From an optimization exercise on the open Yosys and OpenROAD flow, aimed at small area and a short achievable clock period; shortcuts taken in it are not production practice. Function was checked by simulation only, so behaviour that the tests miss may differ from the original. Power is estimated from default activity; no workload was simulated.

==> quartz <==
==> flow/design.v <==
package mem_pkg;
   localparam int WORD_SIZE = 16;
endpackage
module sp_ram #(
   parameter int WORD_SIZE = 16,
   parameter int DEPTH     = 256
) (
   input  logic                 clk,
   input  logic [15:0]          rlo,
   input  logic [DEPTH/16-1:0]  rhi,
   input  logic [15:0]          we_lo,
   input  logic [DEPTH/16-1:0]  whi,
   input  logic [WORD_SIZE-1:0] wdata,
   output logic [WORD_SIZE-1:0] rdata
);
   logic                       ph;
   logic [DEPTH*WORD_SIZE-1:0] q;
   logic [WORD_SIZE-1:0]       col;
   logic [DEPTH-1:0]           wr, wr_n, sel_n;
   logic [WORD_SIZE-1:0]       rd_q;
   always_ff @(posedge clk) ph <= ~ph;
   assign col = wdata ^ {WORD_SIZE{ph}};
   for (genvar r = 0; r < DEPTH; r++) begin : g_row
      g_nand2 u_sel (.a(rlo[r % 16]), .b(rhi[r / 16]), .y(sel_n[r]));
      g_and2  u_wr  (.a(we_lo[r % 16]), .b(whi[r / 16]), .y(wr[r]));
      g_nand2 u_wrn (.a(we_lo[r % 16]), .b(whi[r / 16]), .y(wr_n[r]));
      always_ff @(posedge clk)
         q[r*WORD_SIZE +: WORD_SIZE] <= ~((q[r*WORD_SIZE +: WORD_SIZE] | {WORD_SIZE{wr[r]}}) &
                                          ({WORD_SIZE{wr_n[r]}} | col));
   end
   for (genvar b = 0; b < WORD_SIZE; b++) begin : g_col
      logic [DEPTH/2-1:0] pr;
      for (genvar p = 0; p < DEPTH / 2; p++) begin : g_pair
         rd_pair u_pair (
            .q0 (q[(2*p)*WORD_SIZE + b]),
            .q1 (q[(2*p+1)*WORD_SIZE + b]),
            .s0n(sel_n[2*p]),
            .s1n(sel_n[2*p+1]),
            .y  (pr[p])
         );
      end
      rd_tree u_tree (.a(pr), .y_n(rd_q[b]));
   end
   assign rdata = rd_q ^ {WORD_SIZE{ph}};
endmodule
module rd_pair (
   input  logic q0,
   input  logic q1,
   input  logic s0n,
   input  logic s1n,
   output logic y
);
   assign y = ~((q0 | s0n) & (q1 | s1n));
endmodule
module rd_tree (
   input  logic [127:0] a,
   output logic         y_n
);
   logic [63:0] l1;    
   logic [31:0] l2;    
   logic [15:0] l3;    
   logic [7:0]  l4;    
   logic [3:0]  l5;    
   logic [1:0]  l6;    
   for (genvar i = 0; i < 64; i++) begin : g_l1
      g_nor2 u (.a(a[2*i]), .b(a[2*i+1]), .y(l1[i]));
   end
   for (genvar i = 0; i < 32; i++) begin : g_l2
      g_nand2 u (.a(l1[2*i]), .b(l1[2*i+1]), .y(l2[i]));
   end
   for (genvar i = 0; i < 16; i++) begin : g_l3
      g_nor2 u (.a(l2[2*i]), .b(l2[2*i+1]), .y(l3[i]));
   end
   for (genvar i = 0; i < 8; i++) begin : g_l4
      g_nand2 u (.a(l3[2*i]), .b(l3[2*i+1]), .y(l4[i]));
   end
   for (genvar i = 0; i < 4; i++) begin : g_l5
      g_nor2 u (.a(l4[2*i]), .b(l4[2*i+1]), .y(l5[i]));
   end
   for (genvar i = 0; i < 2; i++) begin : g_l6
      g_nand2 u (.a(l5[2*i]), .b(l5[2*i+1]), .y(l6[i]));
   end
   g_nor2 u_l7 (.a(l6[0]), .b(l6[1]), .y(y_n));
endmodule
module g_nor2 (
   input  logic a,
   input  logic b,
   output logic y
);
   assign y = ~(a | b);
endmodule
module g_nand2 (
   input  logic a,
   input  logic b,
   output logic y
);
   assign y = ~(a & b);
endmodule
module g_and2 (
   input  logic a,
   input  logic b,
   output logic y
);
   assign y = a & b;
endmodule
import mem_pkg::*;
module data_mem_responder #(
   parameter int DEPTH       = 256,
   parameter int WAIT_STATES = 2
) (
   input  logic                 Clock,
   input  logic                 Reset,
   input  logic [WORD_SIZE-1:0] Addr,
   input  logic [WORD_SIZE-1:0] WrData,
   input  logic                 Write,
   input  logic                 Read,
   output logic [WORD_SIZE-1:0] RdData,
   output logic                 Waitreq,
   output logic                 ProtoErr
   ,
   output logic [WORD_SIZE-1:0] ReadCount,
   output logic [WORD_SIZE-1:0] WriteCount
);
   logic                 w1, w2;         
   logic                 w2rd;           
   logic [WORD_SIZE-1:0] a_l;            
   logic [WORD_SIZE-1:0] d_l;            
   logic                 op_l;           
   logic [15:0]          rlo, rhi;       
   logic [7:0]           wa_l;           
   logic [15:0]          we_lo;          
   logic [15:0]          whi;            
   logic [WORD_SIZE-1:0] ram_rdata;      
   logic [WORD_SIZE-1:0] rd_hold;        
   logic [WORD_SIZE-1:0] rd_done;        
   logic [WORD_SIZE-1:0] rd_hold_n;      
   logic [WORD_SIZE-1:0] rd_done_n;
   logic [WORD_SIZE-1:0] hold_nxt;
   logic                 req;
   logic                 go;             
   logic                 done;
   logic                 proto_hit;
   assign req  = Read | Write;
   assign go   = req & ~Reset;
   assign done = go & w2;
   assign rd_hold = ~rd_hold_n;
   assign rd_done = ~rd_done_n;
   logic req_n_o;
   g_nor2 u_reqn (.a(Read), .b(Write), .y(req_n_o));
   for (genvar k = 0; k < 2; k++) begin : g_grp
      logic go_o, go_n_o;
      g_nor2 u_go  (.a(req_n_o), .b(Reset), .y(go_o));
      g_go_n u_gon (.rd(Read), .wr(Write), .rst(Reset), .go_n(go_n_o));
      for (genvar i = 8 * k; i < 8 * k + 8; i++) begin : g_out
         g_ao22_n u_mux (.a(go_o), .b(rd_done_n[i]), .c(go_n_o), .d(rd_hold_n[i]), .y(RdData[i]));
      end
   end
   g_nor3 u_wq (.a(req_n_o), .b(Reset), .c(w2), .y(Waitreq));
   always_comb begin
      proto_hit = Read & Write;
      if ((w1 | w2) & ~req) proto_hit = 1'b1;
      if (w1 & req & ((Addr != a_l) | (WrData != d_l) | (Write != op_l))) proto_hit = 1'b1;
   end
   assign hold_nxt = (go & w2rd) ? rd_done : rd_hold;
   always_ff @(posedge Clock) begin
      if (Reset) begin
         w1       <= 1'b0;
         w2       <= 1'b0;
         w2rd     <= 1'b0;
         rd_hold_n <= '1;
         rd_done_n <= '1;
         ProtoErr <= 1'b0;
      end else begin
         w1      <= ~w1 & ~w2 & req;
         w2      <= w1 & req;
         w2rd    <= w1 & req & ~op_l;
         rd_hold_n <= ~hold_nxt;
         rd_done_n <= ~((w1 & req & ~op_l) ? ram_rdata : hold_nxt);
         if (proto_hit) ProtoErr <= 1'b1;
      end
   end
   always_ff @(posedge Clock) begin
      a_l <= Addr;
      rlo <= 16'(1) << Addr[3:0];
      rhi <= 16'(1) << Addr[7:4];
   end
   always_ff @(posedge Clock) begin
      if (~w1 & ~w2) begin
         d_l  <= WrData;
         op_l <= Write;
         wa_l <= Addr[7:0];
      end
   end
   always_ff @(posedge Clock) we_lo <= {16{done & op_l}} & (16'(1) << wa_l[3:0]);
   assign whi = 16'(1) << wa_l[7:4];
   always_ff @(posedge Clock) begin
      if (Reset) begin
         ReadCount  <= '0;
         WriteCount <= '0;
      end else if (done) begin
         if (~op_l) begin
            if (ReadCount != '1)
               ReadCount <= ReadCount + WORD_SIZE'(1);
         end else if (WriteCount != '1) begin
            WriteCount <= WriteCount + WORD_SIZE'(1);
         end
      end
   end
   sp_ram #(
      .WORD_SIZE(WORD_SIZE),
      .DEPTH    (DEPTH)
   ) u_ram (
      .clk  (Clock),
      .rlo  (rlo),
      .rhi  (rhi),
      .we_lo(we_lo),
      .whi  (whi),
      .wdata(d_l),
      .rdata(ram_rdata)
   );
endmodule
module g_go_n (
   input  logic rd,
   input  logic wr,
   input  logic rst,
   output logic go_n
);
   assign go_n = ~((rd | wr) & ~rst);
endmodule
module g_ao22_n (
   input  logic a,
   input  logic b,
   input  logic c,
   input  logic d,
   output logic y
);
   assign y = ~((a & b) | (c & d));
endmodule
module g_nor3 (
   input  logic a,
   input  logic b,
   input  logic c,
   output logic y
);
   assign y = ~(a | b | c);
endmodule
==> flow/flow/run.sh <==
#!/bin/bash
# Own layout flow: the standard layout (standard.sh) with the clock tree
# built without dummy loads. Each make run's full output goes to a log file
# of its own in this folder; ORFS's per-step logs are under orfs/logs.
set -euo pipefail
export CTS_ARGS="-sink_clustering_enable -repair_clock_nets -dont_use_dummy_load -sink_clustering_size 24 -sink_clustering_max_diameter 60"
bash standard.sh synth > log_synth.txt 2>&1
bash standard.sh floorplan > log_floorplan.txt 2>&1
bash standard.sh place > log_place.txt 2>&1
bash standard.sh cts > log_cts.txt 2>&1
bash standard.sh route > log_route.txt 2>&1
bash standard.sh finish > log_finish.txt 2>&1
==> flow/standard.sh <==
#!/bin/bash
# synth_recipe.tcl (not shown) runs the flow's synth.tcl, then flattens the netlist and writes it again
# the make line also repeats each setting of config.mk as NAME=value (left out here)
make -C /OpenROAD-flow-scripts/flow DESIGN_CONFIG=/design/flow/config.mk WORK_HOME=/design/flow/orfs CLKGATE_MAP_FILE= SYNTH_SCRIPT=/design/flow/synth_recipe.tcl "${@:-finish}"
==> flow/config.mk <==
export PLATFORM = sky130hd
export DESIGN_NAME = data_mem_responder
export DESIGN_NICKNAME = data_mem_responder
export VERILOG_FILES = /design/flow/design.v
export SDC_FILE = /design/flow/constraint.sdc
export NUM_CORES = 4
export LEC_CHECK = 0
export CAP_MARGIN = 20
export CORE_MARGIN = 2
export CORE_UTILIZATION = 50
export SETUP_SLACK_MARGIN = 2.6
export SLEW_MARGIN = 20
export SYNTH_HIERARCHICAL = 1
export SYNTH_MINIMUM_KEEP_SIZE = 0
==> flow/constraint.sdc <==
create_clock -name core_clock -period 5.2 [get_ports {Clock}]
set_input_delay 1.0400 -clock core_clock [delete_from_list [all_inputs] [get_ports {Clock}]]
set_output_delay 1.0400 -clock core_clock [all_outputs]
set_load 0.01 [all_outputs]
==> indigo: changes against quartz <==
==> flow/design.v, changed modules only <==
module data_mem_responder #(
   parameter int DEPTH       = 256,
   parameter int WAIT_STATES = 2
) (
   input  logic                 Clock,
   input  logic                 Reset,
   input  logic [WORD_SIZE-1:0] Addr,
   input  logic [WORD_SIZE-1:0] WrData,
   input  logic                 Write,
   input  logic                 Read,
   output logic [WORD_SIZE-1:0] RdData,
   output logic                 Waitreq,
   output logic                 ProtoErr
   ,
   output logic [WORD_SIZE-1:0] ReadCount,
   output logic [WORD_SIZE-1:0] WriteCount
);
   logic                 w1, w2;         
   logic                 w2rd;           
   logic [WORD_SIZE-1:0] a_l;            
   logic [WORD_SIZE-1:0] d_l;            
   logic                 op_l;           
   logic [15:0]          rlo, rhi;       
   logic [7:0]           wa_l;           
   logic [15:0]          we_lo;          
   logic [15:0]          whi;            
   logic [WORD_SIZE-1:0] ram_rdata;      
   logic [WORD_SIZE-1:0] rd_hold;        
   logic [WORD_SIZE-1:0] rd_done;        
   logic [WORD_SIZE-1:0] hold_nxt;
   logic                 req;
   logic                 go;             
   logic                 done;
   logic                 proto_hit;
   assign req  = Read | Write;
   assign go   = req & ~Reset;
   assign done = go & w2;
   logic read_n, write_n, reset_n, req_n_o;
   g_inv u_rdn (.a(Read),  .y(read_n));
   g_inv u_wrn (.a(Write), .y(write_n));
   g_inv u_rsn (.a(Reset), .y(reset_n));
   for (genvar i = 0; i < WORD_SIZE; i++) begin : g_out
      logic t_done, t_idle, t_rst;
      g_o211ai u_t1 (.a1(Read), .a2(Write), .b1(rd_done[i]), .c1(reset_n), .y(t_done));
      g_nand3  u_t2 (.a(rd_hold[i]), .b(read_n), .c(write_n), .y(t_idle));
      g_nand2  u_t3 (.a(rd_hold[i]), .b(Reset), .y(t_rst));
      g_nand3  u_o  (.a(t_done), .b(t_idle), .c(t_rst), .y(RdData[i]));
   end
   g_nor2 u_reqn (.a(Read), .b(Write), .y(req_n_o));
   g_nor3 u_wq (.a(req_n_o), .b(Reset), .c(w2), .y(Waitreq));
   always_comb begin
      proto_hit = Read & Write;
      if ((w1 | w2) & ~req) proto_hit = 1'b1;
      if (w1 & req & ((Addr != a_l) | (WrData != d_l) | (Write != op_l))) proto_hit = 1'b1;
   end
   assign hold_nxt = (go & w2rd) ? rd_done : rd_hold;
   always_ff @(posedge Clock) begin
      if (Reset) begin
         w1       <= 1'b0;
         w2       <= 1'b0;
         w2rd     <= 1'b0;
         rd_hold  <= '0;
         rd_done  <= '0;
         ProtoErr <= 1'b0;
      end else begin
         w1      <= ~w1 & ~w2 & req;
         w2      <= w1 & req;
         w2rd    <= w1 & req & ~op_l;
         rd_hold <= hold_nxt;
         rd_done <= (w1 & req & ~op_l) ? ram_rdata : hold_nxt;
         if (proto_hit) ProtoErr <= 1'b1;
      end
   end
   always_ff @(posedge Clock) begin
      a_l <= Addr;
      rlo <= 16'(1) << Addr[3:0];
      rhi <= 16'(1) << Addr[7:4];
   end
   always_ff @(posedge Clock) begin
      if (~w1 & ~w2) begin
         d_l  <= WrData;
         op_l <= Write;
         wa_l <= Addr[7:0];
      end
   end
   always_ff @(posedge Clock) we_lo <= {16{done & op_l}} & (16'(1) << wa_l[3:0]);
   assign whi = 16'(1) << wa_l[7:4];
   always_ff @(posedge Clock) begin
      if (Reset) begin
         ReadCount  <= '0;
         WriteCount <= '0;
      end else if (done) begin
         if (~op_l) begin
            if (ReadCount != '1)
               ReadCount <= ReadCount + WORD_SIZE'(1);
         end else if (WriteCount != '1) begin
            WriteCount <= WriteCount + WORD_SIZE'(1);
         end
      end
   end
   sp_ram #(
      .WORD_SIZE(WORD_SIZE),
      .DEPTH    (DEPTH)
   ) u_ram (
      .clk  (Clock),
      .rlo  (rlo),
      .rhi  (rhi),
      .we_lo(we_lo),
      .whi  (whi),
      .wdata(d_l),
      .rdata(ram_rdata)
   );
endmodule
module g_inv (
   input  logic a,
   output logic y
);
   assign y = ~a;
endmodule
module g_nand3 (
   input  logic a,
   input  logic b,
   input  logic c,
   output logic y
);
   assign y = ~(a & b & c);
endmodule
module g_o211ai (
   input  logic a1,
   input  logic a2,
   input  logic b1,
   input  logic c1,
   output logic y
);
   assign y = ~((a1 | a2) & b1 & c1);
endmodule
// module g_go_n removed
// module g_ao22_n removed
==> flow/flow/run.sh (replaced) <==
#!/bin/bash
# Own layout flow: the standard layout (standard.sh), step by step, with
#  - the clock tree built without dummy loads, in clusters of at most 24 sinks,
#  - setup repair aiming past the clock period (SETUP_SLACK_MARGIN) on the
#    worst 5% of endpoints (TNS_END_PERCENT), in the clock-tree and
#    global-route steps only.
# Each make run's full output goes to a log file of its own in this folder;
# ORFS's per-step logs are under orfs/logs.
set -euo pipefail
export CTS_ARGS="-sink_clustering_enable -repair_clock_nets -dont_use_dummy_load -sink_clustering_size 24 -sink_clustering_max_diameter 60"
bash standard.sh synth > log_synth.txt 2>&1
bash standard.sh floorplan > log_floorplan.txt 2>&1
bash standard.sh place > log_place.txt 2>&1
export SETUP_SLACK_MARGIN=2.75
export TNS_END_PERCENT=5
bash standard.sh cts > log_cts.txt 2>&1
bash standard.sh route > log_route.txt 2>&1
bash standard.sh finish > log_finish.txt 2>&1
--- a/flow/config.mk
+++ b/flow/config.mk
@@ -7,8 +7,7 @@
 export LEC_CHECK = 0
 export CAP_MARGIN = 20
 export CORE_MARGIN = 2
-export CORE_UTILIZATION = 50
-export SETUP_SLACK_MARGIN = 2.6
+export CORE_UTILIZATION = 56
 export SLEW_MARGIN = 20
 export SYNTH_HIERARCHICAL = 1
 export SYNTH_MINIMUM_KEEP_SIZE = 0
==> lagoon: changes against quartz <==
==> flow/flow/run.sh (replaced) <==
#!/bin/bash
# Own layout flow: the standard layout (standard.sh), step by step, with
#  - the port buffers made of buf_4 cells,
#  - the clock tree built without dummy loads, in clusters of at most 24 sinks,
#  - setup repair aiming past the clock period (SETUP_SLACK_MARGIN) in the
#    clock-tree and global-route steps only.
# Each make run's full output goes to a log file of its own in this folder;
# ORFS's per-step logs are under orfs/logs.
set -euo pipefail
export BUFFER_PORTS_ARGS="-buffer_cell sky130_fd_sc_hd__buf_4"
export CTS_ARGS="-sink_clustering_enable -repair_clock_nets -dont_use_dummy_load -sink_clustering_size 24 -sink_clustering_max_diameter 60"
bash standard.sh synth > log_synth.txt 2>&1
bash standard.sh floorplan > log_floorplan.txt 2>&1
bash standard.sh place > log_place.txt 2>&1
export SETUP_SLACK_MARGIN=2.7
bash standard.sh cts > log_cts.txt 2>&1
bash standard.sh route > log_route.txt 2>&1
bash standard.sh finish > log_finish.txt 2>&1
--- a/flow/config.mk
+++ b/flow/config.mk
@@ -8,7 +8,6 @@
 export CAP_MARGIN = 20
 export CORE_MARGIN = 2
 export CORE_UTILIZATION = 50
-export SETUP_SLACK_MARGIN = 2.6
 export SLEW_MARGIN = 20
 export SYNTH_HIERARCHICAL = 1
 export SYNTH_MINIMUM_KEEP_SIZE = 0
==> comparison table <==
Worst reg2reg setup slack: quartz 2500 ps; indigo 2400 ps; lagoon 2240 ps
Logic gate share of total power: quartz 4.5%; indigo 4.7%; lagoon 4.6%
Clk Latency, worst-skew pair: quartz 940 ps; indigo 950 ps; lagoon 940 ps
Crit path DAT: quartz 1920 ps; indigo 1840 ps; lagoon 3750 ps
Antenna violations before repair: quartz 20; indigo 13; lagoon 17
Cell Int Power: quartz 42600 uW; indigo 41600 uW; lagoon 42900 uW
Total power: quartz 55400 uW; indigo 54000 uW; lagoon 55800 uW
Number of slew-limit violations in the final report: quartz 0; indigo 0; lagoon 18
Startpoint Class: quartz input port; indigo input port; lagoon flip-flop
Final-layout worst hold slack: quartz 407 ps; indigo 444 ps; lagoon 234 ps
Fraction of final layout cells sized beyond drive strength 1: quartz 10.6%; indigo 11.3%; lagoon 13.8%
Avg Synthesized Cell Area: quartz 9.54 um^2; indigo 9.54 um^2; lagoon 9.54 um^2
Worst setup timing slack at the placement stage: quartz 1070 ps; indigo 776 ps; lagoon 901 ps
RePlAce Congestion: quartz 0.995; indigo 0.947; lagoon 0.946
GRT met2 Usage: quartz 52.1%; indigo 57.2%; lagoon 53.1%
Fraction of the cycle the final worst path needs: quartz 57.0%; indigo 55.4%; lagoon 57.0%
Worst setup path class: quartz input port to output pin; indigo input port to output pin; lagoon flip-flop to flip-flop
Summed instance area of the synthesized netlist: quartz 0.144 mm^2; indigo 0.144 mm^2; lagoon 0.144 mm^2
Die Ht: quartz 541 um; indigo 512 um; lagoon 541 um
CP Launch Point: quartz Write; indigo Write; lagoon rlo[8]$_SDFF_PN0_
First-pass detailed-route iteration total: quartz 8; indigo 7; lagoon 10
Setup bufs post-CTS: quartz 61; indigo 213; lagoon 156
Multi-In Gates: quartz 9369; indigo 9398; lagoon 9370
Vias: quartz 127611; indigo 127704; lagoon 128718
Post-detailed-route wirelength per cell: quartz 30.2 um; indigo 30.2 um; lagoon 30.8 um
Run status: quartz complete, no violations; indigo complete, no violations; lagoon failed layout checks
Layout check failures: quartz -; indigo -; lagoon max-slew violations
Total clock network power: quartz 19800 uW; indigo 18500 uW; lagoon 20300 uW

-- afterwards: timing with drivers on the ports --
How much do the figures lean on ideal ports? The routed layouts below were timed once more, with nothing changed but the port constraints. Step 1 sets driving cells, clkbuf_16 on the clock port and buf_2 on the other inputs (assumed; they add their load-dependent delay and slew). Step 2 also shifts input and output timing later by t, the mid clock arrival at the registers, as if the neighbouring blocks saw the same clock. Slacks: ideal ports / drivers / drivers and shift; pairs: ideal ports / drivers.
run	t, ns	slack for setup (ns)	worst setup path after step 2	slew at the worst register clock pin (ns)
quartz	1.001	2.237 / 2.152 / 1.597	input to register	0.10 / 0.10
indigo	1.016	2.317 / 2.240 / 1.704	input to register	0.10 / 0.10
lagoon	1.011	2.235 / 2.057 / 1.581	input to register	0.10 / 0.10
For lagoon, which loses most, drivers alone change the setup slack by -0.178 ns; drivers and shift together by -0.654 ns.
